Context: an optimization exercise on an open-source flow, tuned for small area and a short achievable clock period. The choices shown serve that exercise and are no tape-out recipe. In this exercise RTL edits were held to simulation tests only and were not proved equivalent to the original. Power is estimated from default activity; no workload was simulated.

### design/flow/run.sh
#!/bin/bash
# synth_recipe.tcl (not shown) runs the flow's synth.tcl, then flattens the netlist and writes it again
# the make line also repeats each setting of config.mk as NAME=value (left out here)
make -C /OpenROAD-flow-scripts/flow DESIGN_CONFIG=/design/flow/config.mk WORK_HOME=/design/flow/orfs CLKGATE_MAP_FILE= SYNTH_SCRIPT=/design/flow/synth_recipe.tcl finish
### design/flow/config.mk
export PLATFORM = sky130hd
export DESIGN_NAME = memoria_sync
export DESIGN_NICKNAME = memoria_sync
export VERILOG_FILES = /design/flow/design.v
export SDC_FILE = /design/flow/constraint.sdc
export NUM_CORES = 4
export LEC_CHECK = 0
export CAP_MARGIN = 20
export CORE_MARGIN = 2
export CORE_UTILIZATION = 60
export SETUP_SLACK_MARGIN = 2.2
export SLEW_MARGIN = 20
export SYNTH_HIERARCHICAL = 1
export SYNTH_MINIMUM_KEEP_SIZE = 0
export TNS_END_PERCENT = 5
### design/flow/constraint.sdc
create_clock -name core_clock -period 4.5 [get_ports {clk}]
set_input_delay 0.9000 -clock core_clock [delete_from_list [all_inputs] [get_ports {clk}]]
set_output_delay 0.9000 -clock core_clock [all_outputs]
set_load 0.01 [all_outputs]
### design/flow/design.v
package memoria_pkg;
   localparam int RD_LAT_MIN = 1;
   localparam int RD_LAT_MAX = 3;
endpackage
module memoria_rsp_pipe #(
   parameter int DATA_W = 32
) (
   input  logic              clk,
   input  logic              rst_n,
   input  logic              in_valid,
   input  logic              in_err,
   input  logic [DATA_W-1:0] in_rdata,
   output logic              out_valid,
   output logic              out_err,
   output logic [DATA_W-1:0] out_rdata
);
   always_ff @(posedge clk or negedge rst_n) begin
      if (!rst_n) begin
         out_valid <= 1'b0;
         out_err   <= 1'b0;
         out_rdata <= '0;
      end else begin
         out_valid <= in_valid;
         out_err   <= in_err;
         out_rdata <= in_rdata;
      end
   end
endmodule
module memoria_rd_aoi2 (
   input  logic s0, d0, s1, d1,
   output logic y_n
);
   assign y_n = ~((s0 & d0) | (s1 & d1));
endmodule
module memoria_rd_grp8 (
   input  logic [7:0] s, d,
   output logic       y
);
   assign y = |(s & d);
endmodule
module memoria_rd_nand4 (
   input  logic [3:0] a_n,
   output logic       y
);
   assign y = ~(&a_n);
endmodule
module memoria_rd_nor4 (
   input  logic [3:0] a,
   output logic       y_n
);
   assign y_n = ~(|a);
endmodule
module memoria_rd_out (
   input  logic [3:0] a_n,
   input  logic       rd_n,
   output logic       y
);
   assign y = ~((&a_n) | rd_n);
endmodule
module memoria_rd_bit #(
   parameter int DEPTH = 128
) (
   input  logic [DEPTH-1:0] sel,
   input  logic [DEPTH-1:0] d,
   input  logic             rd_n,
   output logic             y
);
   logic [63:0] p_n;
   logic [15:0] g;
   logic [3:0]  q_n;
   for (genvar k = 0; k < 16; k++) begin : g_grp
      memoria_rd_grp8 u_grp (.s(sel[8*k +: 8]), .d(d[8*k +: 8]), .y(g[k]));
   end
   for (genvar k = 0; k < 4; k++) begin : g_qtr
      memoria_rd_nor4 u_nor (.a(g[4*k +: 4]), .y_n(q_n[k]));
   end
   memoria_rd_out u_out (.a_n(q_n), .rd_n(rd_n), .y(y));
endmodule
module memoria_sel_gate (
   input  logic a_n, b_n, c_n,
   output logic y
);
   assign y = ~(a_n | b_n | c_n);
endmodule
module memoria_we_gate (
   input  logic sel_n, we_n,
   output logic en
);
   assign en = ~(sel_n | we_n);
endmodule
module memoria_flag #(
   parameter logic RST_VAL = 1'b0
) (
   input  logic clk,
   input  logic rst_n,
   input  logic d,
   output logic q
);
   always_ff @(posedge clk or negedge rst_n) begin
      if (!rst_n) begin
         q <= RST_VAL;
      end else begin
         q <= d;
      end
   end
endmodule
module memoria_sync #(
   parameter int DATA_W         = 32,
   parameter int ADDR_W         = 10,
   parameter int DEPTH          = 128,
   parameter int RD_LAT         = 2,
   parameter int CLEAR_ON_RESET = 1
) (
   input  logic                clk,
   input  logic                rst_n,
   input  logic                req_valid,
   output logic                req_ready,
   input  logic                req_write,
   input  logic [ADDR_W-1:0]   req_addr,
   input  logic [DATA_W-1:0]   req_wdata,
   input  logic [DATA_W/8-1:0] req_be,
   output logic                rsp_valid,
   output logic [DATA_W-1:0]   rsp_rdata,
   output logic                rsp_err,
   output logic                busy
);
   localparam int BE_W = DATA_W / 8;
   localparam int NB = 7;    
   localparam int B_CNT = 0, B_ACC = 1, B_DEC = 2, B_WD = 3;    
   logic [6:0]    clr_cnt;
   logic          busy_d;
   logic [NB-1:0] busy_q;
   assign busy_d = busy_q[B_CNT] && (clr_cnt != 7'd127);
   always_ff @(posedge clk or negedge rst_n) begin
      if (!rst_n) begin
         clr_cnt <= '0;
      end else if (busy_q[B_CNT]) begin
         clr_cnt <= clr_cnt + 1'b1;
      end
   end
   for (genvar k = 0; k < NB; k++) begin : g_busy
      memoria_flag #(.RST_VAL(1'b1)) u_busy (
         .clk (clk), .rst_n (rst_n), .d (busy_d), .q (busy_q[k])
      );
   end
   memoria_flag #(.RST_VAL(1'b1)) u_busy_port (
      .clk (clk), .rst_n (rst_n), .d (busy_d), .q (busy)
   );
   memoria_flag #(.RST_VAL(1'b0)) u_ready_port (
      .clk (clk), .rst_n (rst_n), .d (!busy_d), .q (req_ready)
   );
   logic             accept;
   logic             in_range;
   logic             rd_req;
   logic [BE_W-1:0]  we;       
   logic [DATA_W-1:0] wd;      
   assign accept   = req_valid && !busy_q[B_ACC];
   assign in_range = (req_addr[ADDR_W-1:7] == '0);
   assign rd_req   = accept && !req_write && in_range;
   always_comb begin
      for (int b = 0; b < BE_W; b++) begin
         we[b] = busy_q[B_DEC] || (accept && req_write && in_range && req_be[b]);
         wd[8*b +: 8] = busy_q[B_WD+b] ? 8'h00 : req_wdata[8*b +: 8];
      end
   end
   logic [3:0]       pd0_n, pd1_n, pw0_n, pw1_n;
   logic [7:0]       pd2_n, pw2_n;
   logic [BE_W-1:0]  we_n;
   logic [DEPTH-1:0] sel_r, sel_w_n;
   always_comb begin
      for (int i = 0; i < 4; i++) begin
         pd0_n[i] = (req_addr[1:0] != 2'(i));
         pd1_n[i] = (req_addr[3:2] != 2'(i));
         pw0_n[i] = !busy_q[B_DEC] && pd0_n[i];
         pw1_n[i] = !busy_q[B_DEC] && pd1_n[i];
      end
      for (int i = 0; i < 8; i++) begin
         pd2_n[i] = (req_addr[6:4] != 3'(i));
         pw2_n[i] = !busy_q[B_DEC] && pd2_n[i];
      end
      we_n = ~we;
   end
   logic [DEPTH-1:0][BE_W-1:0] en;
   for (genvar w = 0; w < DEPTH; w++) begin : g_sel
      memoria_sel_gate u_sel_r (
         .a_n (pd0_n[w % 4]), .b_n (pd1_n[(w / 4) % 4]), .c_n (pd2_n[w / 16]),
         .y   (sel_r[w])
      );
      assign sel_w_n[w] = !(!pw0_n[w % 4] && !pw1_n[(w / 4) % 4] && !pw2_n[w / 16]);
      for (genvar b = 0; b < BE_W; b++) begin : g_en
         memoria_we_gate u_en (
            .sel_n (sel_w_n[w]), .we_n (we_n[b]),
            .en    (en[w][b])
         );
      end
   end
   logic [DEPTH-1:0][DATA_W-1:0] mem;
   logic [DATA_W-1:0][DEPTH-1:0] mem_t;    
   for (genvar w = 0; w < DEPTH; w++) begin : g_word
      for (genvar b = 0; b < BE_W; b++) begin : g_lane
         always_ff @(posedge clk) begin
            if (en[w][b]) begin
               mem[w][8*b +: 8] <= wd[8*b +: 8];
            end
         end
      end
      for (genvar i = 0; i < DATA_W; i++) begin : g_bit
         assign mem_t[i][w] = mem[w][i];
      end
   end
   logic [DATA_W-1:0] rd_word;
   for (genvar i = 0; i < DATA_W; i++) begin : g_rd
      memoria_rd_bit #(
         .DEPTH (DEPTH)
      ) u_rd_bit (
         .sel (sel_r),
         .d   (mem_t[i]),
         .rd_n (!rd_req),
         .y   (rd_word[i])
      );
   end
   logic              acc1;
   logic              err1;
   logic [DATA_W-1:0] dat1;
   always_ff @(posedge clk or negedge rst_n) begin
      if (!rst_n) begin
         acc1 <= 1'b0;
         err1 <= 1'b0;
         dat1 <= '0;
      end else begin
         acc1 <= accept;
         err1 <= accept && !in_range;
         dat1 <= rd_word;
      end
   end
   memoria_rsp_pipe #(
      .DATA_W (DATA_W)
   ) u_rsp_pipe (
      .clk       (clk),
      .rst_n     (rst_n),
      .in_valid  (acc1),
      .in_err    (err1),
      .in_rdata  (dat1),
      .out_valid (rsp_valid),
      .out_err   (rsp_err),
      .out_rdata (rsp_rdata)
   );
endmodule
==> results of run 1 <==
worst max-delay path: cells and delay by family:
kind / cells / cell delay, ns
AO/OA/AOI/OAI: 2 / 0.43
AND/OR/NAND/NOR: 4 / 1.35
buffers and inverters: 7 / 0.91
modules after synthesis (local to each module, per instance), excerpt:
module / cells inside / flops+latches
memoria_rd_grp8: 5 / 0
memoria_rd_nor4: 1 / 0
memoria_rd_out: 1 / 0
memoria_sel_gate: 1 / 0
memoria_sync: 4391 / 4137
memoria_we_gate: 1 / 0
repair_timing:
item                                    in CTS  in global routing
endpoints found under the setup margin    4164               3925
hold buffers                                 1                  0
gates cloned                                34                  8
gates resized for setup                    761                127
setup buffers                              250                 34
endpoints found under the hold margin       29                  0
pin swaps                                  255                114
cell usage in the layout (no fill, tap or decap), types with 41 or more instances in the layout:
cell	instances
a22oi_1	1896
a22oi_2	152
buf_12	220
buf_4	761
buf_6	111
clkbuf_1	89
clkbuf_16	428
clkdlybuf4s50_1	41
clkinv_1	82
clkinv_2	78
dfrtp_1	76
edfxtp_1	4096
nand2_1	99
nand4_1	515
nor2_1	313
nor2_2	116
nor2_4	89
nor3_4	130
nor4_2	49
nor4_4	79
logic make-up after synthesis:
logic type / after synthesis
flops: 4180
compound gates: 2103
simple gates: 1477
buf+inv: 26
xor+xnor: 6
mux: 1
fa+ha+maj: 1
path summary, 6_finish.rpt:
check                              startpoint                  endpoint  slack [ns]  cells past startpoint
min in group asynchronous               rst_n  u_rsp_pipe.out_rdata[10]        0.49                      2
setup / recovery                  req_addr[3]                  dat1[14]        1.59                     13
setup reg to reg           g_busy[2].u_busy.q                  mem[583]        1.77                      5
max in group asynchronous               rst_n   u_rsp_pipe.out_rdata[7]        2.72                      3
hold / removal                           err1        u_rsp_pipe.out_err        0.35                      0
hold reg to reg                          err1        u_rsp_pipe.out_err        0.35                      0
power groups by stage:
stage | clock network (mW) | registers [mW] | logic [mW]
3_3_place_gp | 0 | 43.6 | 2.08
4_1_cts | 33.6 | 42.7 | 2.44
5_1_grt | 35.0 | 42.7 | 2.57
3_5_place_dp | 0 | 43.6 | 2.15
2_1_floorplan | 0 | 43.6 | 0.691
6_report | 33.3 | 42.7 | 2.54
cell type report:
class	instances	area, µm²
Timing Repair Buffer	1242	13800
Fill cell	14600	63700
Antenna cell	38	95.1
Inverter	7	60.1
Clock buffer	518	11000
Tap cell	3330	4170
Sequential cell	4180	125000
Clock inverter	217	2000
Multi-Input combinational cell	3592	28900
layer usage:
metal	wire, µm	vias up
met4	25700	12
li1	-	37100
met2	226000	5505
met3	51900	930
met1	169000	46200
met5	80	-
state kept, by name, indices dropped and copies added, names as in the netlist:
register,cells
clr_cnt,7
acc1,1
u_ready_port.q,1
u_busy_port.q,1
u_rsp_pipe.out_valid,1
u_rsp_pipe.out_rdata,32
mem,4096
u_rsp_pipe.out_err,1
dat1,32
g_busy.u_busy.q,7
err1,1
==> summary.txt, run 1 <==
Cells and area
  – Final Non-Filler Cells: 13100
  – Final core occ: 74.4%
  – Layout cell share with drive strength beyond 1: 25.5%
  – Final net count: 9492
  – Syn-to-layout area delta: 23.2%
  – Fin area: 0.185 mm²

Worst setup path
  – Highest cell delay on the worst timing path: 0.90 ns
  – CP Capture Type: register
  – Worst Path Max Fanout: 32
  – Crit path cell chain: buf_6 -> buf_6 -> nor2_4 -> clkinv_4 -> buf_12 -> buf_16 -> buf_4 -> nor3_4 -> buf_12 -> a22oi_1 -> nand4_1 -> nor4_4 -> a41oi_2
  – WS Path Type: in -> reg
  – CP max stage cell: nor4_4
  – CP arrival: 3.68 ns
  – CP required: 5.26 ns
  – Startpoint types: input pin

Worst hold path
  – Hold WC Path Type: reg -> reg

Synthesis
  – Post-synthesis adder-cell area fraction: 0.00833%
  – Mapped cell area: 0.150 mm²
  – Post-synthesis mux area share: 0.00749%
  – Mapped Cells: 7794
  – XOR/XNOR Fraction of Synth Area: 0.0350%
  – Most numerous cell in the Yosys netlist: edfxtp_1
  – Post-synth EDFFs: 4096
  – Synth Area per Inst: 19.3 µm²
  – Synth Area in Compound Gates: 10.7%
  – Top cells by count, synth: edfxtp_1 (4096), a22oi_1 (2048), nor2_1 (518)
  – Syn nets: 7845
  – Netlist cell types: 34
  – Synth Warn #: 10
  – Largest cells by area after synthesis: edfxtp_1 (82%), a22oi_1 (10%), nand4_1 (2.1%), nor2_1 (1.3%), dfrtp_1 (1.3%)
  – Area leader, netlist: edfxtp_1
  – Yosys reg bits: 4180
  – Largest family of logic cells by synthesized area: compound AO/OA/AOI/OAI gates
  – Seq/Total Area, Yosys: 83.2%
  – Synth top area share: 81.8%
  – Synth Flop Type: edfxtp_1
  – Async set-or-reset flop fraction in the synthesized netlist: 2.01%
  – Simple-gate area share of the yosys netlist: 5.92%

Floorplanning
  – Initial Util: 60.4%
  – Core area: 0.249 mm²
  – Chip height: 504 µm
  – Die width: 504 µm
  – Io pins: 86
  – Die Footprint: 0.255 mm²
  – Row Count: 183

Routing
  – WL per Instance: 36.0 µm
  – Final ANT Viol Nets: 0
  – DRT iter0 DRCs: 14000
  – Total wire length: 472 mm
  – First-pass DRT Iterations: 6
  – DR DRC count: 0
  – Via count: 89700
  – Avg Vias per Cell: 6.84

Clock tree
  – Clock Latency Late Sink: 0.98 ns
  – Root Driver: clkbuf_16
  – Num CTS Buffers: 418
  – CTS tree: yes
  – Max H-tree Level: 5
  – Clock transition at path regs: 0.06 ns
  – Clk sinks: 4180
  – Bufs on Longest Clock Path: 4

Global route
  – Met2 usage: 58.1%
  – Initial antenna violation count: 24
  – GRT Resource Usage Total: 36.6%
  – Largest net degree at the start of global routing: 129
  – GRT met1 Usage: 49.7%
  – Vias in the first global route: 86500
  – GRT overflow: 0
  – First-pass GRT wire length: 655 mm
  – Grt peak-use layer: met2
  – Met3 usage: 7.62%

Placed design
  – IO buf count: 85
  – Gp weighted congestion: 0.929
  – Dpl cells: 12000
  – Post-DP HPWL: 309 mm
  – Post-Place Setup Slack: -0.398 ns
  – Placed inst area: 0.165 mm²

Outcome
  – Status: timing/DRC/antenna clean

Power
  – Clock Power Share: 42.4%
  – Design Power: 78.6 mW
  – Register share of total power: 54.4%
  – Switching part of the total: 20.3%
  – Leakage: 59.3 nW
  – Switching pwr: 16.0 mW
  – P_int: 62.6 mW
  – Combinational Power Share: 3.2%
  – PwrDens: 425 mW/mm²
  – Worst vdd ir: 0.000419 V

Timing
  – Fin crit share: 64.8%
  – Final hold viol count: 0
  – Slew @ Worst Pin: 1.23 ns
  – Final Skew: 0.0574 ns
  – Max-slew violations: 0
  – Relative slew slack: 17.7%
  – Unrepaired setup endpoints after global routing: yes
  – Final Critical Period: 2.91 ns
  – WHS: 0.353 ns
  – Final setup viols: 0
  – Fmax: 343 MHz
  – Fin worst setup slack: 1.59 ns
  – Setup TNS: 0 ns

Job
  – Max-cap violations: 0
==> inputs of run 2 (changes only) <==
--- a/design/flow/design.v
+++ b/design/flow/design.v
@@ -62,19 +62,16 @@
 ) (
    input  logic [DEPTH-1:0] sel,
    input  logic [DEPTH-1:0] d,
-   input  logic             rd_n,
-   output logic             y
+   output logic [3:0]       q_n
 );
    logic [63:0] p_n;
    logic [15:0] g;
-   logic [3:0]  q_n;
    for (genvar k = 0; k < 16; k++) begin : g_grp
       memoria_rd_grp8 u_grp (.s(sel[8*k +: 8]), .d(d[8*k +: 8]), .y(g[k]));
    end
    for (genvar k = 0; k < 4; k++) begin : g_qtr
       memoria_rd_nor4 u_nor (.a(g[4*k +: 4]), .y_n(q_n[k]));
    end
-   memoria_rd_out u_out (.a_n(q_n), .rd_n(rd_n), .y(y));
 endmodule
 module memoria_sel_gate (
    input  logic a_n, b_n, c_n,
@@ -88,9 +85,7 @@
 );
    assign en = ~(sel_n | we_n);
 endmodule
-module memoria_flag #(
-   parameter logic RST_VAL = 1'b0
-) (
+module memoria_flag (
    input  logic clk,
    input  logic rst_n,
    input  logic d,
@@ -98,7 +93,7 @@
 );
    always_ff @(posedge clk or negedge rst_n) begin
       if (!rst_n) begin
-         q <= RST_VAL;
+         q <= 1'b0;
       end else begin
          q <= d;
       end
@@ -125,42 +120,46 @@
    output logic                busy
 );
    localparam int BE_W = DATA_W / 8;
-   localparam int NB = 7;    
-   localparam int B_CNT = 0, B_ACC = 1, B_DEC = 2, B_WD = 3;    
+   localparam int NR = 11;   
+   localparam int R_CNT = 0, R_ACC = 1, R_DEC = 2, R_WD = 3;    
    logic [6:0]    clr_cnt;
-   logic          busy_d;
-   logic [NB-1:0] busy_q;
-   assign busy_d = busy_q[B_CNT] && (clr_cnt != 7'd127);
+   logic          ready_d;
+   logic [NR-1:0] ready_q;
+   logic          busy_n;
+   assign ready_d = ready_q[R_CNT] || (clr_cnt == 7'd127);
    always_ff @(posedge clk or negedge rst_n) begin
       if (!rst_n) begin
          clr_cnt <= '0;
-      end else if (busy_q[B_CNT]) begin
+      end else if (!ready_q[R_CNT]) begin
          clr_cnt <= clr_cnt + 1'b1;
       end
    end
-   for (genvar k = 0; k < NB; k++) begin : g_busy
-      memoria_flag #(.RST_VAL(1'b1)) u_busy (
-         .clk (clk), .rst_n (rst_n), .d (busy_d), .q (busy_q[k])
+   for (genvar k = 0; k < NR; k++) begin : g_ready
+      memoria_flag u_ready (
+         .clk (clk), .rst_n (rst_n), .d (ready_d), .q (ready_q[k])
       );
    end
-   memoria_flag #(.RST_VAL(1'b1)) u_busy_port (
-      .clk (clk), .rst_n (rst_n), .d (busy_d), .q (busy)
+   memoria_flag u_ready_port (
+      .clk (clk), .rst_n (rst_n), .d (ready_d), .q (req_ready)
    );
-   memoria_flag #(.RST_VAL(1'b0)) u_ready_port (
-      .clk (clk), .rst_n (rst_n), .d (!busy_d), .q (req_ready)
+   memoria_flag u_busy_port (
+      .clk (clk), .rst_n (rst_n), .d (ready_d), .q (busy_n)
    );
+   assign busy = !busy_n;
    logic             accept;
    logic             in_range;
    logic             rd_req;
    logic [BE_W-1:0]  we;       
    logic [DATA_W-1:0] wd;      
-   assign accept   = req_valid && !busy_q[B_ACC];
+   assign accept   = req_valid && ready_q[R_ACC];
    assign in_range = (req_addr[ADDR_W-1:7] == '0);
    assign rd_req   = accept && !req_write && in_range;
    always_comb begin
       for (int b = 0; b < BE_W; b++) begin
-         we[b] = busy_q[B_DEC] || (accept && req_write && in_range && req_be[b]);
-         wd[8*b +: 8] = busy_q[B_WD+b] ? 8'h00 : req_wdata[8*b +: 8];
+         we[b] = !ready_q[R_DEC] || (accept && req_write && in_range && req_be[b]);
+      end
+      for (int i = 0; i < DATA_W; i++) begin
+         wd[i] = ready_q[R_WD + i / 4] && req_wdata[i];
       end
    end
    logic [3:0]       pd0_n, pd1_n, pw0_n, pw1_n;
@@ -171,12 +170,12 @@
       for (int i = 0; i < 4; i++) begin
          pd0_n[i] = (req_addr[1:0] != 2'(i));
          pd1_n[i] = (req_addr[3:2] != 2'(i));
-         pw0_n[i] = !busy_q[B_DEC] && pd0_n[i];
-         pw1_n[i] = !busy_q[B_DEC] && pd1_n[i];
+         pw0_n[i] = ready_q[R_DEC] && pd0_n[i];
+         pw1_n[i] = ready_q[R_DEC] && pd1_n[i];
       end
       for (int i = 0; i < 8; i++) begin
          pd2_n[i] = (req_addr[6:4] != 3'(i));
-         pw2_n[i] = !busy_q[B_DEC] && pd2_n[i];
+         pw2_n[i] = ready_q[R_DEC] && pd2_n[i];
       end
       we_n = ~we;
    end
@@ -208,30 +207,36 @@
          assign mem_t[i][w] = mem[w][i];
       end
    end
-   logic [DATA_W-1:0] rd_word;
+   logic [DATA_W-1:0][3:0] qtr_n, qtr1_n;
    for (genvar i = 0; i < DATA_W; i++) begin : g_rd
       memoria_rd_bit #(
          .DEPTH (DEPTH)
       ) u_rd_bit (
          .sel (sel_r),
          .d   (mem_t[i]),
-         .rd_n (!rd_req),
-         .y   (rd_word[i])
+         .q_n (qtr_n[i])
       );
    end
    logic              acc1;
    logic              err1;
-   logic [DATA_W-1:0] dat1;
+   logic              rd1;
+   logic [DATA_W-1:0] rd_word;
    always_ff @(posedge clk or negedge rst_n) begin
       if (!rst_n) begin
          acc1 <= 1'b0;
          err1 <= 1'b0;
-         dat1 <= '0;
+         rd1  <= 1'b0;
       end else begin
          acc1 <= accept;
          err1 <= accept && !in_range;
-         dat1 <= rd_word;
-      end
+         rd1  <= rd_req;
+      end
+   end
+   always_ff @(posedge clk) begin
+      qtr1_n <= qtr_n;
+   end
+   for (genvar i = 0; i < DATA_W; i++) begin : g_rd_out
+      memoria_rd_out u_out (.a_n(qtr1_n[i]), .rd_n(!rd1), .y(rd_word[i]));
    end
    memoria_rsp_pipe #(
       .DATA_W (DATA_W)
@@ -240,7 +245,7 @@
       .rst_n     (rst_n),
       .in_valid  (acc1),
       .in_err    (err1),
-      .in_rdata  (dat1),
+      .in_rdata  (rd_word),
       .out_valid (rsp_valid),
       .out_err   (rsp_err),
       .out_rdata (rsp_rdata)
==> summary.txt, run 2 <==
Worst setup path
  – Startpoint types: input pin
  – CP arrival: 3.22 ns
  – CP max stage cell: nor2_2
  – CP required: 5.22 ns
  – CP Capture Type: register
  – Crit path cell chain: clkdlybuf4s50_1 -> nor3_2 -> and3_4 -> a21boi_4 -> buf_12 -> nor2_2 -> buf_4
  – R2R depth: 5
  – Worst Path Max Fanout: 88
  – R2r setup slk: 2.01 ns
  – Highest cell delay on the worst timing path: 0.50 ns
  – WS Path Type: in -> reg
  – Reg2reg start: g_ready[2].u_ready.q
  – R2r endpoint: mem[2824]

Placed design
  – IO buf count: 85
  – Gp weighted congestion: 0.905
  – Placed inst area: 0.165 mm²
  – Dpl cells: 12100
  – Post-DP HPWL: 302 mm

Clock tree
  – # hold bufs at CTS: 0
  – Clock Latency Late Sink: 1.01 ns
  – Bufs on Longest Clock Path: 4
  – Num CTS Buffers: 422
  – Clk sinks: 4281
  – CTS tree: yes
  – Root Driver: clkbuf_16
  – Clock transition at path regs: 0.06 ns
  – Max H-tree Level: 5

Synthesis
  – Largest cells by area after synthesis: edfxtp_1 (81%), a22oi_1 (10%), nand4_1 (2.1%), dfxtp_1 (1.7%), nor2_1 (1.3%)
  – Synth Area per Inst: 19.3 µm²
  – Synth top area share: 80.7%
  – Area leader, netlist: edfxtp_1
  – Async set-or-reset flop fraction in the synthesized netlist: 1.33%
  – Synth Warn #: 9
  – Post-synth EDFFs: 4096
  – Netlist cell types: 37
  – Yosys reg bits: 4281
  – Synth Flop Type: edfxtp_1
  – Mapped cell area: 0.152 mm²
  – Syn nets: 7939
  – Seq/Total Area, Yosys: 83.4%
  – Top cells by count, synth: edfxtp_1 (4096), a22oi_1 (2048), nor2_1 (514)
  – Most numerous cell in the Yosys netlist: edfxtp_1
  – Mapped Cells: 7888

Routing
  – Avg Vias per Cell: 6.76
  – Via count: 88800
  – Highest metal used: met5
  – Wire length on met2: 208 mm
  – DRT iter0 DRCs: 13300
  – Met3 WL: 52.2 mm
  – First-pass DRT Iterations: 6
  – WL per Instance: 34.6 µm
  – Wl on met1: 172 mm
  – Total wire length: 454 mm
  – Final ANT Viol Nets: 0
  – DR DRC count: 0

Cells and area
  – Final Non-Filler Cells: 13100
  – Layout cell share with drive strength beyond 1: 22.5%
  – Max FFs per register: 4096
  – Commonest cells after routing, fill and taps aside: edfxtp_1 (4096), a22oi_1 (2046), buf_4 (907)
  – Fin area: 0.182 mm²
  – Final net count: 9483
  – Most common cell after layout, fill and taps aside: edfxtp_1
  – Registers with the most flip-flops: mem x4096, qtr1_n x128, u_rsp_pipe.out_rdata x32
  – Largest register by flop count: mem
  – Fill count: 15600
  – Syn-to-layout area delta: 19.4%

Worst hold path
  – Hold WC Path Type: in -> async

Timing
  – Slew @ Worst Pin: 1.13 ns
  – Unrepaired setup endpoints after global routing: yes
  – Fin crit share: 55.7%
  – Final setup viols: 0
  – Final Skew: 0.0694 ns
  – Final hold viol count: 0
  – Fmax: 399 MHz
  – Max-slew violations: 0
  – Relative slew slack: 24.4%
  – Final Critical Period: 2.51 ns

Floorplanning
  – Chip height: 508 µm
  – Core area: 0.252 mm²
  – Initial Util: 60.5%
  – Die Footprint: 0.258 mm²
  – Io pins: 86
  – Die width: 508 µm
  – Row Count: 184

Power
  – Worst vdd ir: 0.000459 V
  – Design Power: 78.4 mW
  – Leakage: 71.9 nW
  – PwrDens: 431 mW/mm²

Global route
  – GRT Resource Usage Total: 35.2%
  – First-pass GRT wire length: 634 mm
  – GRT overflow: 0
  – Vias in the first global route: 85300
  – Initial antenna violation count: 17
  – Largest net degree at the start of global routing: 129

Outcome
  – Status: timing/DRC/antenna clean

Job
  – Max-cap violations: 0
## run 2: per-module statistics from Yosys, one instance, submodules excluded, excerpt
| module | copies in the design | cells inside | flip-flops and latches |
|---|---|---|---|
| memoria_rd_nor4 | 128 | 1 | 0 |
| memoria_rd_grp8 | 512 | 5 | 0 |
| memoria_sel_gate | 128 | 1 | 0 |
| memoria_we_gate | 512 | 1 | 0 |
| memoria_flag | 13 | 1 | 1 |
| memoria_rd_out | 32 | 1 | 0 |
| memoria_sync | 1 | 4481 | 4234 |
## run 2: worst max-delay path by stage
stage	start	endpoint	slack [ns]	cells past startpoint
after detailed placement	req_addr[4]	mem[2908]	-0.05	5
after CTS	u_rsp_pipe.out_rdata[27]	rsp_rdata[27]	1.97	1
final	req_addr[8]	mem[1169]	1.99	7
after floorplan	req_valid	mem[1032]	0.78	4
after global placement	req_addr[5]	mem[2908]	0.05	6
after global routing	u_rsp_pipe.out_rdata[13]	rsp_rdata[13]	2.01	1
## run 2: cell type report
cell class | count | area (µm²) | share of cell area, %
inverters | 2 | 7.51 | 0.00413
diodes | 10 | 25.0 | 0.0138
repair buffers | 1126 | 10100 | 5.55
clock buffers | 555 | 11400 | 6.27
multi-input cells | 3599 | 26900 | 14.8
flip-flops and latches | 4281 | 127000 | 69.8
well taps | 3348 | 4190 | 2.30
clock inverters | 212 | 2300 | 1.27
## run 2: per-layer routing
layer | global-route usage [%] | up-vias
li1 | - | 37200
met1 | 49.6 | 45800
met3 | 8.59 | 767
met5 | 0 | -
met4 | 15.3 | 8
met2 | 52.9 | 5039
## run 2: per-stage QoR
stage	utilization, %	worst slack (ns)	hold WS, ns	setup TNS (ns)
global route	72.2	2.01	0.0479	0
global placement	65.6	0.0453	0.336	0
floorplan	-	0.784	0.331	0
finish	72.2	1.99	0.0227	0
CTS	72.1	1.97	0.00368	0
detailed placement	65.6	-0.0475	0.351	-0.379
## run 2: where the power goes
group	total (mW)	switching [mW]	internal, mW	leakage [nW]
clock network	34.9	14.4	20.4	6.70
logic	0.524	0.369	0.156	12.9
registers	43.0	0	43.0	52.4
total	78.4	14.8	63.5	71.9
## run 2: what timing repair did
item	CTS	global route
cloned	7	0
endpoints found under the setup margin	4260	2455
pin swaps	98	6
resized for setup	318	65
buffers inserted	202	8
## run 2: critical path: cells and delay by family
kind | cells | cell delay (ns)
AO/OA/AOI/OAI | 1 | 0.09
buffers and inverters | 3 | 0.83
AND/OR/NAND/NOR | 3 | 1.07
## run 2: cell families (layout without fill, tap and decap cells)
group | count (synthesis) | after routing | share of synthesized area (%)
mux | 1 | 1 | 0.00739
simple gates | 1485 | 1490 | 5.90
compound gates | 2101 | 2101 | 10.6
fa+ha+maj | 1 | 1 | 0.00821
buf+inv | 13 | 1895 | 0.0649
other cells | 0 | 10 | 0
flops | 4281 | 4281 | 83.4
xor+xnor | 6 | 6 | 0.0345
==> inputs of run 3 (changes only) <==
--- a/design/flow/config.mk
+++ b/design/flow/config.mk
@@ -8,6 +8,8 @@
 export CAP_MARGIN = 20
 export CORE_MARGIN = 2
 export CORE_UTILIZATION = 60
+export CTS_CLUSTER_DIAMETER = 60
+export CTS_CLUSTER_SIZE = 25
 export SETUP_SLACK_MARGIN = 2.2
 export SLEW_MARGIN = 20
 export SYNTH_HIERARCHICAL = 1
==> summary.txt, run 3 <==
Placed design
  – Dpl cells: 12100
  – Placed inst area: 0.165 mm²
  – Post-DP HPWL: 302 mm
  – IO buf count: 85
  – Gp weighted congestion: 0.905
  – Post-Place Setup Slack: -0.0475 ns

Global route
  – Vias in the first global route: 83300
  – Largest net degree at the start of global routing: 129
  – Initial antenna violation count: 20
  – GRT overflow: 0
  – GRT Resource Usage Total: 34.6%
  – First-pass GRT wire length: 624 mm

Synthesis
  – Seq/Total Area, Yosys: 83.4%
  – Most numerous cell in the Yosys netlist: edfxtp_1
  – Syn nets: 7939
  – XOR/XNOR Fraction of Synth Area: 0.0345%
  – Post-synthesis mux area share: 0.00739%
  – Post-synth EDFFs: 4096
  – Top cells by count, synth: edfxtp_1 (4096), a22oi_1 (2048), nor2_1 (514)
  – Synth Warn #: 9
  – Post-synthesis adder-cell area fraction: 0.00821%
  – Simple-gate area share of the yosys netlist: 5.90%
  – Synth top area share: 80.7%
  – Largest family of logic cells by synthesized area: compound AO/OA/AOI/OAI gates
  – Synth Area in Compound Gates: 10.6%
  – Yosys reg bits: 4281
  – Synth Area per Inst: 19.3 µm²
  – Area leader, netlist: edfxtp_1
  – Netlist cell types: 37
  – Mapped cell area: 0.152 mm²
  – Async set-or-reset flop fraction in the synthesized netlist: 1.33%
  – Mapped Cells: 7888
  – Synth Flop Type: edfxtp_1
  – Largest cells by area after synthesis: edfxtp_1 (81%), a22oi_1 (10%), nand4_1 (2.1%), dfxtp_1 (1.7%), nor2_1 (1.3%)

Clock tree
  – Clock Latency Late Sink: 0.93 ns
  – Root Driver: clkbuf_16
  – Clk sinks: 4281
  – CTS tree: yes
  – Num CTS Buffers: 221
  – Clock transition at path regs: 0.09 ns
  – Max H-tree Level: 4
  – Bufs on Longest Clock Path: 3

Floorplanning
  – Initial Util: 60.5%
  – Row Count: 184
  – Core area: 0.252 mm²
  – Die Footprint: 0.258 mm²
  – Chip height: 508 µm
  – Die width: 508 µm
  – Io pins: 86

Worst setup path
  – R2r endpoint: mem[2016]
  – Crit path cell chain: clkdlybuf4s50_1 -> nor3_4 -> and3_4 -> a21boi_4 -> buf_12 -> nor2_1 -> buf_4
  – CP max stage cell: nor2_1
  – Startpoint types: input pin
  – Highest cell delay on the worst timing path: 0.48 ns
  – R2R depth: 7
  – Crit path from: req_addr[8]
  – CP Capture Type: register
  – CP arrival: 3.16 ns
  – CP required: 5.11 ns
  – CP Capture Point: mem[1719]
  – R2r setup slk: 2.06 ns
  – Reg2reg start: g_ready[1].u_ready.q
  – Worst Path Max Fanout: 88
  – WS Path Type: in -> reg

Timing
  – Final hold viol count: 0
  – Fin crit share: 56.6%
  – Setup TNS: 0 ns
  – Relative slew slack: 25.4%
  – Max-slew violations: 0
  – Unrepaired setup endpoints after global routing: yes
  – Final setup viols: 0
  – Slew @ Worst Pin: 1.12 ns
  – WHS: 0.104 ns
  – Fmax: 393 MHz
  – Final Critical Period: 2.55 ns
  – Fin worst setup slack: 1.95 ns
  – Final Skew: 0.0362 ns

Power
  – Leakage: 69.2 nW
  – Worst vdd ir: 0.000437 V
  – Design Power: 67.2 mW
  – PwrDens: 381 mW/mm²

Cells and area
  – Max FFs per register: 4096
  – Syn-to-layout area delta: 15.8%
  – FF/Latch Area: 0.127 mm²
  – Largest register by flop count: mem
  – Layout cell share with drive strength beyond 1: 21.1%
  – Final net count: 9311
  – Fin area: 0.176 mm²
  – Most common cell after layout, fill and taps aside: edfxtp_1
  – Final Non-Filler Cells: 12800
  – Footprint of the multi-input gates: 0.0269 mm²
  – Registers with the most flip-flops: mem x4096, qtr1_n x128, u_rsp_pipe.out_rdata x32
  – Fill count: 16100
  – Final core occ: 70.0%
  – Commonest cells after routing, fill and taps aside: edfxtp_1 (4096), a22oi_1 (2046), buf_4 (908)

Routing
  – Via count: 87500
  – WL per Instance: 35.2 µm
  – DRT iter0 DRCs: 13400
  – First-pass DRT Iterations: 6
  – Avg Vias per Cell: 6.83
  – DR DRC count: 0
  – Total wire length: 451 mm
  – Final ANT Viol Nets: 0

Job
  – Max-cap violations: 0

Outcome
  – Status: timing/DRC/antenna clean

Worst hold path
  – Hold WC Path Type: in -> async
[run 3: worst min-delay path by stage]
stage,from,endpoint,cells past startpoint
finish,rst_n,u_rsp_pipe.out_valid,1
global route,rst_n,u_rsp_pipe.out_err,1
CTS,rst_n,u_rsp_pipe.out_err,1
detailed placement,acc1,u_rsp_pipe.out_valid,0
global placement,err1,u_rsp_pipe.out_err,0
floorplan,err1,u_rsp_pipe.out_err,0
[run 3: report_power, final]
| part | internal (mW) | switching (mW) |
|---|---|---|
| Combinational | 0.178 | 0.374 |
| Sequential | 42.9 | 0 |
| Clock | 10.9 | 12.9 |
| Total | 54.0 | 13.3 |
[run 3: cell families after synthesis]
| group | Yosys count |
|---|---|
| flip-flops | 4281 |
| XOR/XNOR | 6 |
| adder cells (fa/ha/maj) | 1 |
| buffers and inverters | 13 |
| multiplexers | 1 |
| AO/OA/AOI/OAI | 2101 |
| AND/OR/NAND/NOR | 1485 |
[run 3: layer usage]
metal  up-vias  share of wire, %  GRT usage, %  routed length (µm)
li1      36600                 -             -                   -
met5         -             0.020             0                  89
met3       656                11          7.42               50300
met1     45300                38          49.6              172000
met2      4897                46          52.8              208000
met4        14               4.6          13.8               21000
[run 3: modules after synthesis, one instance, submodules excluded, excerpt]
module,flip-flops and latches,copies in the design,cell area [µm²]
memoria_flag,1,13,25.0
memoria_rd_nor4,0,128,12.5
memoria_rd_out,0,32,16.3
memoria_we_gate,0,512,3.75
memoria_sel_gate,0,128,10.0
memoria_sync,4234,1,127000
memoria_rd_grp8,0,512,36.3
[run 3: cell type report]
cell class	instances	area share [%]
Clock inverter	138	0.991
Tap cell	3348	2.37
Timing Repair Buffer	1155	6.06
Sequential cell	4281	72.0
Antenna cell	8	0.0113
Inverter	2	0.00426
Multi-Input combinational cell	3599	15.2
Clock buffer	274	3.33
[run 3: worst max-delay path, delay by kind of cell]
kind / cells / cell delay (ns)
simple gates: 3 / 1.01
compound gates: 1 / 0.09
buf+inv: 3 / 0.87
[run 3: what timing repair did]
item / CTS / global route
hold buffers: 0 / 0
resized for setup: 297 / 50
buffers inserted: 225 / 10
cloned: 7 / 4
pin swaps: 97 / 3
endpoints found under the setup margin: 4260 / 1964
endpoints found under the hold margin: 0 / 0
==> inputs of run 4 (changes only) <==
--- a/design/flow/design.v
+++ b/design/flow/design.v
@@ -6,7 +6,6 @@
    parameter int DATA_W = 32
 ) (
    input  logic              clk,
-   input  logic              rst_n,
    input  logic              in_valid,
    input  logic              in_err,
    input  logic [DATA_W-1:0] in_rdata,
@@ -14,16 +13,10 @@
    output logic              out_err,
    output logic [DATA_W-1:0] out_rdata
 );
-   always_ff @(posedge clk or negedge rst_n) begin
-      if (!rst_n) begin
-         out_valid <= 1'b0;
-         out_err   <= 1'b0;
-         out_rdata <= '0;
-      end else begin
-         out_valid <= in_valid;
-         out_err   <= in_err;
-         out_rdata <= in_rdata;
-      end
+   always_ff @(posedge clk) begin
+      out_valid <= in_valid;
+      out_err   <= in_err;
+      out_rdata <= in_rdata;
    end
 endmodule
 module memoria_rd_aoi2 (
@@ -125,7 +118,6 @@
    logic [6:0]    clr_cnt;
    logic          ready_d;
    logic [NR-1:0] ready_q;
-   logic          busy_n;
    assign ready_d = ready_q[R_CNT] || (clr_cnt == 7'd127);
    always_ff @(posedge clk or negedge rst_n) begin
       if (!rst_n) begin
@@ -139,13 +131,10 @@
          .clk (clk), .rst_n (rst_n), .d (ready_d), .q (ready_q[k])
       );
    end
-   memoria_flag u_ready_port (
-      .clk (clk), .rst_n (rst_n), .d (ready_d), .q (req_ready)
-   );
-   memoria_flag u_busy_port (
-      .clk (clk), .rst_n (rst_n), .d (ready_d), .q (busy_n)
-   );
-   assign busy = !busy_n;
+   always_ff @(posedge clk) begin
+      req_ready <= rst_n && ready_d;
+      busy      <= !(rst_n && ready_d);
+   end
    logic             accept;
    logic             in_range;
    logic             rd_req;
@@ -236,15 +225,14 @@
       qtr1_n <= qtr_n;
    end
    for (genvar i = 0; i < DATA_W; i++) begin : g_rd_out
-      memoria_rd_out u_out (.a_n(qtr1_n[i]), .rd_n(!rd1), .y(rd_word[i]));
+      memoria_rd_out u_out (.a_n(qtr1_n[i]), .rd_n(!(rd1 && rst_n)), .y(rd_word[i]));
    end
    memoria_rsp_pipe #(
       .DATA_W (DATA_W)
    ) u_rsp_pipe (
       .clk       (clk),
-      .rst_n     (rst_n),
-      .in_valid  (acc1),
-      .in_err    (err1),
+      .in_valid  (acc1 && rst_n),
+      .in_err    (err1 && rst_n),
       .in_rdata  (rd_word),
       .out_valid (rsp_valid),
       .out_err   (rsp_err),
==> summary.txt, run 4 <==
Synthesis
  – Synth Area per Inst: 19.3 µm²
  – Synth Flop Type: edfxtp_1
  – Yosys reg bits: 4281
  – Mapped Cells: 7891
  – Area leader, netlist: edfxtp_1
  – Async set-or-reset flop fraction in the synthesized netlist: 0.491%
  – Seq/Total Area, Yosys: 83.3%
  – Synth top area share: 80.8%
  – Largest cells by area after synthesis: edfxtp_1 (81%), a22oi_1 (10%), dfxtp_1 (2.2%), nand4_1 (2.1%), nor2_1 (1.3%)
  – Syn nets: 7942
  – Most numerous cell in the Yosys netlist: edfxtp_1
  – Synth Warn #: 9
  – Netlist cell types: 36
  – Mapped cell area: 0.152 mm²
  – Post-synth EDFFs: 4096
  – Top cells by count, synth: edfxtp_1 (4096), a22oi_1 (2048), nor2_1 (514)

Floorplanning
  – Chip height: 508 µm
  – Die width: 508 µm
  – Initial Util: 60.4%
  – Core area: 0.252 mm²
  – Row Count: 184
  – Io pins: 86
  – Die Footprint: 0.258 mm²

Routing
  – WL per Instance: 34.8 µm
  – Final ANT Viol Nets: 0
  – First-pass DRT Iterations: 6
  – Total wire length: 435 mm
  – DRT iter0 DRCs: 12700
  – DR DRC count: 0
  – Via count: 85700
  – Avg Vias per Cell: 6.85

Worst setup path
  – CP required: 5.07 ns
  – Worst Path Max Fanout: 15
  – R2r setup slk: 1.94 ns
  – WS Path Type: reg -> reg
  – CP max stage cell: dfrtp_4
  – CP arrival: 3.13 ns
  – CP bufs+invs: 2
  – Crit path max-delay family: simple AND/OR/NAND/NOR gates
  – CP Capture Type: register
  – Startpoint types: register
  – Crit path cell chain: buf_12 -> o21ai_4 -> buf_4 -> nand2_1 -> nor2_2
  – Highest cell delay on the worst timing path: 0.63 ns

Cells and area
  – Final net count: 8998
  – Fin area: 0.175 mm²
  – Most common cell after layout, fill and taps aside: edfxtp_1
  – Registers with the most flip-flops: mem x4096, qtr1_n x128, u_rsp_pipe.out_rdata x32
  – Final core occ: 69.3%
  – Commonest cells after routing, fill and taps aside: edfxtp_1 (4096), a22oi_1 (2044), buf_4 (614)
  – Max FFs per register: 4096
  – Fill count: 16200
  – Layout cell share with drive strength beyond 1: 19.7%
  – Largest register by flop count: mem
  – Syn-to-layout area delta: 14.7%

Global route
  – Initial antenna violation count: 10
  – GRT Resource Usage Total: 33.7%
  – First-pass GRT wire length: 609 mm
  – Vias in the first global route: 81500
  – GRT overflow: 0
  – Largest net degree at the start of global routing: 129

Power
  – Design Power: 67.7 mW
  – Worst vdd ir: 0.000418 V
  – Leakage: 67.8 nW
  – PwrDens: 388 mW/mm²

Timing
  – Relative slew slack: 27.9%
  – Unrepaired setup endpoints after global routing: yes
  – Slew @ Worst Pin: 1.08 ns
  – WHS: 0.456 ns
  – Fin crit share: 56.9%
  – Final hold viol count: 0
  – Final setup viols: 0
  – Fmax: 391 MHz
  – Final Skew: 0.0424 ns
  – Max-slew violations: 0
  – Final Critical Period: 2.56 ns

Clock tree
  – Clock Latency Late Sink: 0.94 ns
  – Root Driver: clkbuf_16
  – Clock transition at path regs: 0.10 ns
  – Bufs on Longest Clock Path: 3
  – Num CTS Buffers: 228
  – CTS tree: yes
  – Max H-tree Level: 4
  – Clk sinks: 4281

Job
  – Max-cap violations: 0

Placed design
  – Gp weighted congestion: 0.897
  – IO buf count: 85
  – Placed inst area: 0.164 mm²
  – Post-DP HPWL: 296 mm

Worst hold path
  – Hold WC Path Type: reg -> reg

Outcome
  – Status: timing/DRC/antenna clean
run 4: path summary, 6_finish.rpt:
| check | end | start | cells after the start |
|---|---|---|---|
| max | mem[731] | g_ready[2].u_ready.q | 5 |
| min | u_rsp_pipe.out_err | err1 | 1 |
| min in group asynchronous | g_ready[2].u_ready.q | rst_n | 2 |
| min reg2reg | u_rsp_pipe.out_err | err1 | 1 |
| max reg2reg | mem[731] | g_ready[2].u_ready.q | 5 |
| max in group asynchronous | g_ready[2].u_ready.q | rst_n | 2 |
run 4: kinds of logic after synthesis:
kind of cell	synth area share, %
flip-flops	83.3
buffers and inverters	0.0600
AND/OR/NAND/NOR	5.92
adder cells (fa/ha/maj)	0.00822
multiplexers	0.00740
XOR/XNOR	0.0345
AO/OA/AOI/OAI	10.6
run 4: per-module statistics from Yosys, one instance, submodules excluded, a selection:
module,times used,area (µm²),cells inside,flip-flops and latches
memoria_flag,11,25.0,1,1
memoria_rd_grp8,512,36.3,5,0
memoria_rd_out,32,16.3,1,0
memoria_rd_nor4,128,12.5,1,0
memoria_we_gate,512,3.75,1,0
memoria_sync,1,127000,4486,4236
run 4: timing repair:
action	in CTS	in global routing
buffers inserted	121	4
pin swaps	71	11
setup endpoints to repair	4260	3544
hold buffers	0	0
gates resized for setup	443	93
gates cloned	5	1
run 4: stage by stage:
stage / setup TNS [ns] / setup WS, ns / std cells
finish: 0 / 1.94 / 12500
global route: 0 / 2.00 / 12500
CTS: 0 / 2.00 / 12500
detailed placement: -1.26 / -0.222 / 11900
global placement: -0.921 / -0.172 / 11900
floorplan: 0 / 0.783 / 7891
run 4: power breakdown:
part / internal [mW] / switching [mW]
Clock: 11.3 / 13.1
Combinational: 0.148 / 0.332
Sequential: 42.9 / 0
run 4: final cells by class:
type / instances / area (µm²) / area share (%)
Tap cell: 3348 / 4190 / 2.40
Multi-Input combinational cell: 3603 / 27600 / 15.8
Clock buffer: 275 / 6100 / 3.50
Sequential cell: 4281 / 127000 / 72.6
Timing Repair Buffer: 833 / 7970 / 4.56
Clock inverter: 154 / 1880 / 1.07
Antenna cell: 15 / 37.5 / 0.0215
run 4: layer usage:
metal	global-route usage (%)	wire length (µm)	part of all wire, %	vias up
met4	11.3	16400	3.8	6
met5	0	80	0.018	-
li1	-	-	-	36100
met3	6.42	44900	10	569
met2	52.1	203000	47	4674
met1	49.0	171000	39	44400
run 4: worst reg2reg max path, stage by stage (launching register included):
cell and delay (ns):
dfrtp_4 0.63, buf_12 0.29, o21ai_4 0.14, buf_4 0.19
nand2_1 0.34, nor2_2 0.60
==> inputs of run 5 (changes only) <==
--- a/design/flow/design.v
+++ b/design/flow/design.v
@@ -73,10 +73,10 @@
    assign y = ~(a_n | b_n | c_n);
 endmodule
 module memoria_we_gate (
-   input  logic sel_n, we_n,
+   input  logic sel, we,
    output logic en
 );
-   assign en = ~(sel_n | we_n);
+   assign en = sel & we;
 endmodule
 module memoria_flag (
    input  logic clk,
@@ -153,8 +153,7 @@
    end
    logic [3:0]       pd0_n, pd1_n, pw0_n, pw1_n;
    logic [7:0]       pd2_n, pw2_n;
-   logic [BE_W-1:0]  we_n;
-   logic [DEPTH-1:0] sel_r, sel_w_n;
+   logic [DEPTH-1:0] sel_r, sel_w;
    always_comb begin
       for (int i = 0; i < 4; i++) begin
          pd0_n[i] = (req_addr[1:0] != 2'(i));
@@ -166,7 +165,6 @@
          pd2_n[i] = (req_addr[6:4] != 3'(i));
          pw2_n[i] = ready_q[R_DEC] && pd2_n[i];
       end
-      we_n = ~we;
    end
    logic [DEPTH-1:0][BE_W-1:0] en;
    for (genvar w = 0; w < DEPTH; w++) begin : g_sel
@@ -174,10 +172,13 @@
          .a_n (pd0_n[w % 4]), .b_n (pd1_n[(w / 4) % 4]), .c_n (pd2_n[w / 16]),
          .y   (sel_r[w])
       );
-      assign sel_w_n[w] = !(!pw0_n[w % 4] && !pw1_n[(w / 4) % 4] && !pw2_n[w / 16]);
+      memoria_sel_gate u_sel_w (
+         .a_n (pw0_n[w % 4]), .b_n (pw1_n[(w / 4) % 4]), .c_n (pw2_n[w / 16]),
+         .y   (sel_w[w])
+      );
       for (genvar b = 0; b < BE_W; b++) begin : g_en
          memoria_we_gate u_en (
-            .sel_n (sel_w_n[w]), .we_n (we_n[b]),
+            .sel (sel_w[w]), .we (we[b]),
             .en    (en[w][b])
          );
       end
==> summary.txt, run 5 <==
Floorplanning
  – Die width: 510 µm
  – Row Count: 185
  – Die Footprint: 0.261 mm²
  – Core area: 0.255 mm²
  – Chip height: 510 µm
  – Io pins: 86
  – Initial Util: 60.4%

Routing
  – Avg Vias per Cell: 6.81
  – WL per Instance: 34.2 µm
  – DR DRC count: 0
  – First-pass DRT Iterations: 5
  – DRT iter0 DRCs: 11800
  – Total wire length: 421 mm
  – Final ANT Viol Nets: 0
  – Via count: 84000

Global route
  – GRT overflow: 0
  – First-pass GRT wire length: 587 mm
  – Vias in the first global route: 80000
  – Largest net degree at the start of global routing: 129
  – Initial antenna violation count: 13
  – GRT Resource Usage Total: 32.0%

Worst setup path
  – CP Capture Type: register
  – Startpoint types: input pin
  – CP required: 5.36 ns
  – CP arrival: 3.31 ns
  – Crit path max-delay family: simple AND/OR/NAND/NOR gates
  – Crit path cell chain: clkdlybuf4s15_2 -> or2_4 -> buf_12 -> nor3_4 -> buf_12 -> buf_4 -> a22oi_2 -> nand4_1 -> nor4_4 -> buf_4
  – Worst Path Max Fanout: 9
  – Highest cell delay on the worst timing path: 0.52 ns
  – CP bufs+invs: 5
  – CP max stage cell: nor4_4
  – WS Path Type: in -> reg

Power
  – Worst vdd ir: 0.000392 V
  – Leakage: 67.0 nW
  – PwrDens: 383 mW/mm²

Clock tree
  – Num CTS Buffers: 225
  – Root Driver: clkbuf_16
  – Clock Latency Late Sink: 0.93 ns
  – Bufs on Longest Clock Path: 3
  – Clk sinks: 4281
  – # hold bufs at CTS: 0
  – Clock transition at path regs: 0.09 ns
  – Max H-tree Level: 4
  – CTS tree: yes

Synthesis
  – Synth Warn #: 9
  – Top cells by count, synth: edfxtp_1 (4096), a22oi_1 (2048), and2_1 (564)
  – Largest cells by area after synthesis: edfxtp_1 (80%), a22oi_1 (10%), and2_1 (2.3%), dfxtp_1 (2.1%), nand4_1 (2.1%)
  – Mapped Cells: 7871
  – Synth Flop Type: edfxtp_1
  – Synth Area per Inst: 19.6 µm²
  – Netlist cell types: 28
  – Area leader, netlist: edfxtp_1
  – Seq/Total Area, Yosys: 82.4%
  – Async set-or-reset flop fraction in the synthesized netlist: 0.491%
  – Most numerous cell in the Yosys netlist: edfxtp_1
  – Syn nets: 7922
  – Mapped cell area: 0.154 mm²
  – Yosys reg bits: 4281
  – Post-synth EDFFs: 4096
  – Synth top area share: 79.9%

Timing
  – Fmax: 408 MHz
  – Slew @ Worst Pin: 1.14 ns
  – Setup TNS: 0 ns
  – Final hold viol count: 0
  – Final setup viols: 0
  – Fin crit share: 54.5%
  – Max-slew violations: 0
  – Final Skew: 0.0351 ns
  – Unrepaired setup endpoints after global routing: yes
  – Final Critical Period: 2.45 ns
  – Relative slew slack: 23.7%

Cells and area
  – Final net count: 8819
  – Fill count: 16300
  – Largest register by flop count: mem
  – Layout cell share with drive strength beyond 1: 20.3%
  – Syn-to-layout area delta: 14.0%
  – Registers with the most flip-flops: mem x4096, qtr1_n x128, u_rsp_pipe.out_rdata x32
  – Final Non-Filler Cells: 12300
  – Most common cell after layout, fill and taps aside: edfxtp_1
  – Final core occ: 68.9%
  – Commonest cells after routing, fill and taps aside: edfxtp_1 (4096), a22oi_1 (2046), nand4_1 (512)
  – Max FFs per register: 4096

Outcome
  – Status: timing/DRC/antenna clean

Placed design
  – Dpl cells: 11800
  – Gp weighted congestion: 0.861
  – Post-DP HPWL: 283 mm
  – IO buf count: 85

Worst hold path
  – Hold WC Path Type: in -> async

Job
  – Max-cap violations: 0
run 5: changes by cell type in the layout (fill, tap and decap cells not counted), sizes merged, moves of 25 or more:
cell	delta
and2	+531
nor2	-511
buf	-170
nand2	-137
nor3	+135
dlygate4sd2	-25
run 5: layer usage:
| layer | vias to the layer above | global-route usage [%] | routed length, µm |
|---|---|---|---|
| met3 | 419 | 5.51 | 42000 |
| li1 | 35800 | - | - |
| met2 | 4140 | 49.8 | 198000 |
| met5 | - | 0 | 27 |
| met1 | 43600 | 47.8 | 170000 |
| met4 | 4 | 7.82 | 10700 |
run 5: per-module statistics from Yosys, one instance, submodules excluded, excerpt:
module / copies in the design / cells / cell area [µm²]
memoria_sync: 1 / 4338 / 126000
memoria_rd_grp8: 512 / 5 / 36.3
memoria_flag: 11 / 1 / 25.0
memoria_rd_out: 32 / 1 / 16.3
memoria_rd_nor4: 128 / 1 / 12.5
memoria_sel_gate: 256 / 1 / 10.0
memoria_we_gate: 512 / 1 / 6.26
run 5: report_power, final:
group / switching [mW] / internal, mW / total [mW]
Clock: 12.9 / 11.0 / 23.9
Sequential: 0 / 42.9 / 42.9
Combinational: 0.316 / 0.140 / 0.456
Total: 13.2 / 54.0 / 67.2
run 5: worst paths after layout:
check / cells after the start / start / slack, ns / end
min in group core_clock: 1 / err1 / 0.45 / u_rsp_pipe.out_err
min reg2reg: 1 / err1 / 0.45 / u_rsp_pipe.out_err
min: 2 / rst_n / 0.42 / g_ready[7].u_ready.q
max in group asynchronous: 2 / rst_n / 3.79 / g_ready[2].u_ready.q
max: 10 / req_addr[0] / 2.05 / qtr1_n[14]
max reg2reg: 6 / g_ready[2].u_ready.q / 2.08 / mem[607]
run 5: cell type report:
class                      instances  area [µm²]  share of cell area (%)
antenna                            3        7.51                 0.00428
clock buffer                     265        5900                    3.36
clock inverter                   150        1810                    1.03
inverter                           4        15.0                 0.00856
multi-input combinational       3597       29300                    16.7
sequential                      4281      127000                    72.3
tap                             3366        4210                    2.40
timing repair buffer             659        7360                    4.20
run 5: kinds of logic (layout without fill, tap and decap cells):
group	Yosys count	after routing	share of synthesized area [%]
mux	1	1	0.00732
flops	4281	4281	82.4
simple gates	1491	1504	7.20
fa+ha+maj	1	1	0.00813
buf+inv	6	1078	0.0146
xor+xnor	6	6	0.0341
other cells	0	3	0
compound gates	2085	2085	10.3
run 5: per-stage QoR:
step	worst slack [ns]	power (mW)	hold slack, ns	area (µm²)
6_report	2.05	67.2	0.420	175000
4_1_cts	2.06	67.5	0.362	175000
3_5_place_dp	0.0262	44.2	0.442	165000
2_1_floorplan	1.28	43.9	0.420	154000
3_3_place_gp	0.145	44.2	0.435	165000
5_1_grt	2.06	68.9	0.411	175000
run 5: timing repair:
item                                    in CTS  in global routing
endpoints found under the setup margin    4260               3486
gates resized for setup                    461                 97
setup buffers                               87                  7
hold endpoints to repair                     0                  0
pin swaps                                   55                  6
gates cloned                                13                  3
==> inputs of run 6 (changes only) <==
==> design/flow/flow/run.sh (new file) <==
#!/bin/bash
# The standard layout (the standard.sh, unchanged synthesis, floorplan,
# power grid, placement, CTS and routing), except that the buffers put on the
# input and output ports are buf_4 cells instead of the delay-buffer cell
# buffer_ports picks by default. make's full output goes to flow_make.log.
set -euo pipefail
bash standard.sh "BUFFER_PORTS_ARGS=-buffer_cell sky130_fd_sc_hd__buf_4" finish > flow_make.log 2>&1
==> design/flow/standard.sh (new file) <==
#!/bin/bash
# synth_recipe.tcl (not shown) runs the flow's synth.tcl, then flattens the netlist and writes it again
# the make line also repeats each setting of config.mk as NAME=value (left out here)
make -C /OpenROAD-flow-scripts/flow DESIGN_CONFIG=/design/flow/config.mk WORK_HOME=/design/flow/orfs CLKGATE_MAP_FILE= SYNTH_SCRIPT=/design/flow/synth_recipe.tcl "${@:-finish}"
removed: design/flow/run.sh
==> summary.txt, run 6 <==
Global route
  – Initial antenna violation count: 12
  – First-pass GRT wire length: 583 mm
  – Largest net degree at the start of global routing: 129
  – Vias in the first global route: 79100
  – GRT Resource Usage Total: 31.8%
  – GRT overflow: 0

Synthesis
  – Synth Warn #: 9
  – Top cells by count, synth: edfxtp_1 (4096), a22oi_1 (2048), and2_1 (564)
  – Seq/Total Area, Yosys: 82.4%
  – Async set-or-reset flop fraction in the synthesized netlist: 0.491%
  – Synth Flop Type: edfxtp_1
  – Most numerous cell in the Yosys netlist: edfxtp_1
  – Syn nets: 7922
  – Largest cells by area after synthesis: edfxtp_1 (80%), a22oi_1 (10%), and2_1 (2.3%), dfxtp_1 (2.1%), nand4_1 (2.1%)
  – Area leader, netlist: edfxtp_1
  – Synth Area per Inst: 19.6 µm²
  – Synth top area share: 79.9%
  – Netlist cell types: 28
  – Post-synth EDFFs: 4096
  – Mapped cell area: 0.154 mm²
  – Yosys reg bits: 4281
  – Mapped Cells: 7871

Worst setup path
  – Highest cell delay on the worst timing path: 0.43 ns
  – Crit path max-delay family: simple AND/OR/NAND/NOR gates
  – R2r endpoint: mem[1502]
  – Worst Path Max Fanout: 16
  – Reg2reg start: g_ready[2].u_ready.q
  – WS Path Type: in -> reg
  – R2R depth: 6
  – CP bufs+invs: 4
  – CP required: 5.04 ns
  – Cell mode on critical path: buf_4
  – R2r setup slk: 2.09 ns
  – Startpoint types: input pin
  – CP Capture Type: register
  – Crit path cell chain: buf_4 -> or2_4 -> buf_12 -> buf_4 -> and2_4 -> nor3_2 -> buf_4 -> and2_1
  – CP arrival: 2.97 ns
  – CP max stage cell: and2_1

Clock tree
  – Clock transition at path regs: 0.09 ns
  – Max H-tree Level: 4
  – Bufs on Longest Clock Path: 3
  – Clk sinks: 4281
  – CTS tree: yes
  – Num CTS Buffers: 230
  – Clock Latency Late Sink: 0.92 ns
  – Root Driver: clkbuf_16

Timing
  – Fmax: 410 MHz
  – Relative slew slack: 26.2%
  – Setup TNS: 0 ns
  – Final hold viol count: 0
  – Slew @ Worst Pin: 1.11 ns
  – Unrepaired setup endpoints after global routing: yes
  – Final Skew: 0.0434 ns
  – Final setup viols: 0
  – Final Critical Period: 2.44 ns
  – Fin crit share: 54.2%
  – Max-slew violations: 0

Routing
  – DR DRC count: 0
  – WL per Instance: 34.3 µm
  – Final ANT Viol Nets: 0
  – First-pass DRT Iterations: 6
  – Avg Vias per Cell: 6.84
  – DRT iter0 DRCs: 11000
  – Total wire length: 418 mm
  – Via count: 83500

Cells and area
  – Final core occ: 68.4%
  – Layout cell share with drive strength beyond 1: 19.9%
  – Final net count: 8678
  – Largest register by flop count: mem
  – Most common cell after layout, fill and taps aside: edfxtp_1
  – Syn-to-layout area delta: 13.1%
  – Max FFs per register: 4096
  – Registers with the most flip-flops: mem x4096, qtr1_n x128, u_rsp_pipe.out_rdata x32
  – Commonest cells after routing, fill and taps aside: edfxtp_1 (4096), a22oi_1 (2026), nand4_1 (512)
  – Final Non-Filler Cells: 12200

Floorplanning
  – Core area: 0.255 mm²
  – Chip height: 510 µm
  – Io pins: 86
  – Die width: 510 µm
  – Die Footprint: 0.261 mm²
  – Row Count: 185
  – Initial Util: 60.4%

Power
  – PwrDens: 388 mW/mm²
  – Leakage: 66.5 nW
  – Worst vdd ir: 0.000433 V

Placed design
  – IO buf count: 85
  – Post-DP HPWL: 281 mm
  – Dpl cells: 11600
  – Gp weighted congestion: 0.870

Worst hold path
  – Hold WC Path Type: in -> reg
  – Min-Delay Path Depth: 2
  – Min-delay src: req_write
  – Sink of the worst hold path: rd1

Outcome
  – Status: timing/DRC/antenna clean

Job
  – Max-cap violations: 0
-- run 6: layout make-up --
| cell class | count | area, µm² |
|---|---|---|
| antenna | 15 | 37.5 |
| clock buffer | 270 | 6010 |
| clock inverter | 158 | 1920 |
| fill | 16400 | 80500 |
| inverter | 4 | 15.0 |
| multi-input combinational | 3593 | 29600 |
| sequential | 4281 | 127000 |
| tap | 3366 | 4210 |
| timing repair buffer | 517 | 5520 |
-- run 6: cells by family after synthesis --
| logic type | share of synthesized area [%] |
|---|---|
| compound gates | 10.3 |
| xor+xnor | 0.0341 |
| fa+ha+maj | 0.00813 |
| buf+inv | 0.0146 |
| flops | 82.4 |
| mux | 0.00732 |
| simple gates | 7.20 |
-- run 6: routing by layer --
layer  track usage (%)  part of all wire [%]
met5                 0                0.0031
met4              6.55                   2.1
met3              5.15                   9.4
met2              49.7                    47
met1              48.1                    41
-- run 6: how the worst max path moves through the flow --
stage / from / endpoint / slack [ns] / cells after the start
global placement: req_addr[5] / qtr1_n[125] / 0.67 / 8
global route: g_ready[2].u_ready.q / mem[1387] / 2.05 / 5
finish: req_addr[0] / mem[6] / 2.06 / 8
detailed placement: req_addr[5] / mem[2711] / 0.67 / 5
floorplan: req_addr[4] / qtr1_n[101] / 1.28 / 5
CTS: req_addr[4] / qtr1_n[8] / 2.00 / 8
-- run 6: timing repair --
item / in CTS / in global routing
cloned: 8 / 7
pin swaps: 31 / 58
setup endpoints to repair: 4237 / 3495
hold buffers: 1 / 0
hold endpoints to repair: 21 / 0
buffers inserted: 65 / 75
resized for setup: 396 / 133
-- run 6: per-module statistics from Yosys (local to each module, per instance), excerpt --
module | cells | flops+latches | cell area [µm²] | copies in the design
memoria_flag | 1 | 1 | 25.0 | 11
memoria_rd_grp8 | 5 | 0 | 36.3 | 512
memoria_rd_nor4 | 1 | 0 | 12.5 | 128
memoria_rd_out | 1 | 0 | 16.3 | 32
memoria_sel_gate | 1 | 0 | 10.0 | 256
memoria_sync | 4338 | 4236 | 126000 | 1
memoria_we_gate | 1 | 0 | 6.26 | 512
-- run 6: power breakdown --
group	total, mW	switching, mW	internal (mW)
clock	24.2	13.1	11.2
sequential	42.9	0	42.9
combinational	0.443	0.301	0.142
-- run 6: stage by stage --
| stage | hold WS (ns) | total power [mW] | setup slack, ns | area (µm²) |
|---|---|---|---|---|
| after floorplan | 0.420 | 43.9 | 1.28 | 154000 |
| after global placement | 0.432 | 44.1 | 0.673 | 163000 |
| after detailed placement | 0.440 | 44.2 | 0.672 | 163000 |
| after CTS | 0.134 | 67.8 | 2.00 | 173000 |
| after global routing | 0.139 | 69.2 | 2.05 | 174000 |
| final | 0.183 | 67.6 | 2.06 | 174000 |

port drivers added, routing unchanged:
How much do the figures lean on ideal ports? The routed layouts below were timed once more, with nothing changed but the port constraints. Step 1 (the two cells are an assumption about what drives the block):
set clk [get_ports {clk}]
set_driving_cell -lib_cell sky130_fd_sc_hd__clkbuf_16 $clk
set_driving_cell -lib_cell sky130_fd_sc_hd__buf_2 [delete_from_list [all_inputs] $clk]
Step 2, shift: input delay + t, output delay - t, t = (earliest + latest rising clock arrival at the registers) / 2. This alone moves slack from input paths to output paths. Three values: no drivers, after step 1, after step 2; two values: the first two.
run	t, ns	setup slack, ns	worst hold slack (ns)	worst setup path at the end	slew at the worst register clock pin (ns)	worst slew at a driven data input, ns
run 1	1.060	1.586 / 1.527 / 0.467	0.353 / 0.353 / 0.353	input to register	0.07 / 0.07	0.16
run 2	1.074	1.992 / 1.941 / 0.882	0.023 / -0.045 / 0.360	input to register	0.07 / 0.07	0.18
run 3	1.005	1.953 / 1.933 / 0.931	0.104 / 0.035 / 0.366	input to register	0.10 / 0.10	0.17
run 4	1.018	1.942 / 1.942 / 1.014	0.456 / 0.455 / 0.456	input to register	0.10 / 0.10	0.06
run 5	1.006	2.047 / 1.948 / 0.942	0.420 / 0.358 / 0.455	input to register	0.10 / 0.10	0.21
run 6	0.982	2.063 / 1.982 / 1.000	0.183 / 0.144 / 0.453	input to register	0.10 / 0.10	0.22
After both steps every run listed still meets setup and hold. For run 1, which loses most, drivers alone change the setup slack by -0.059 ns; drivers and shift together by -1.119 ns.
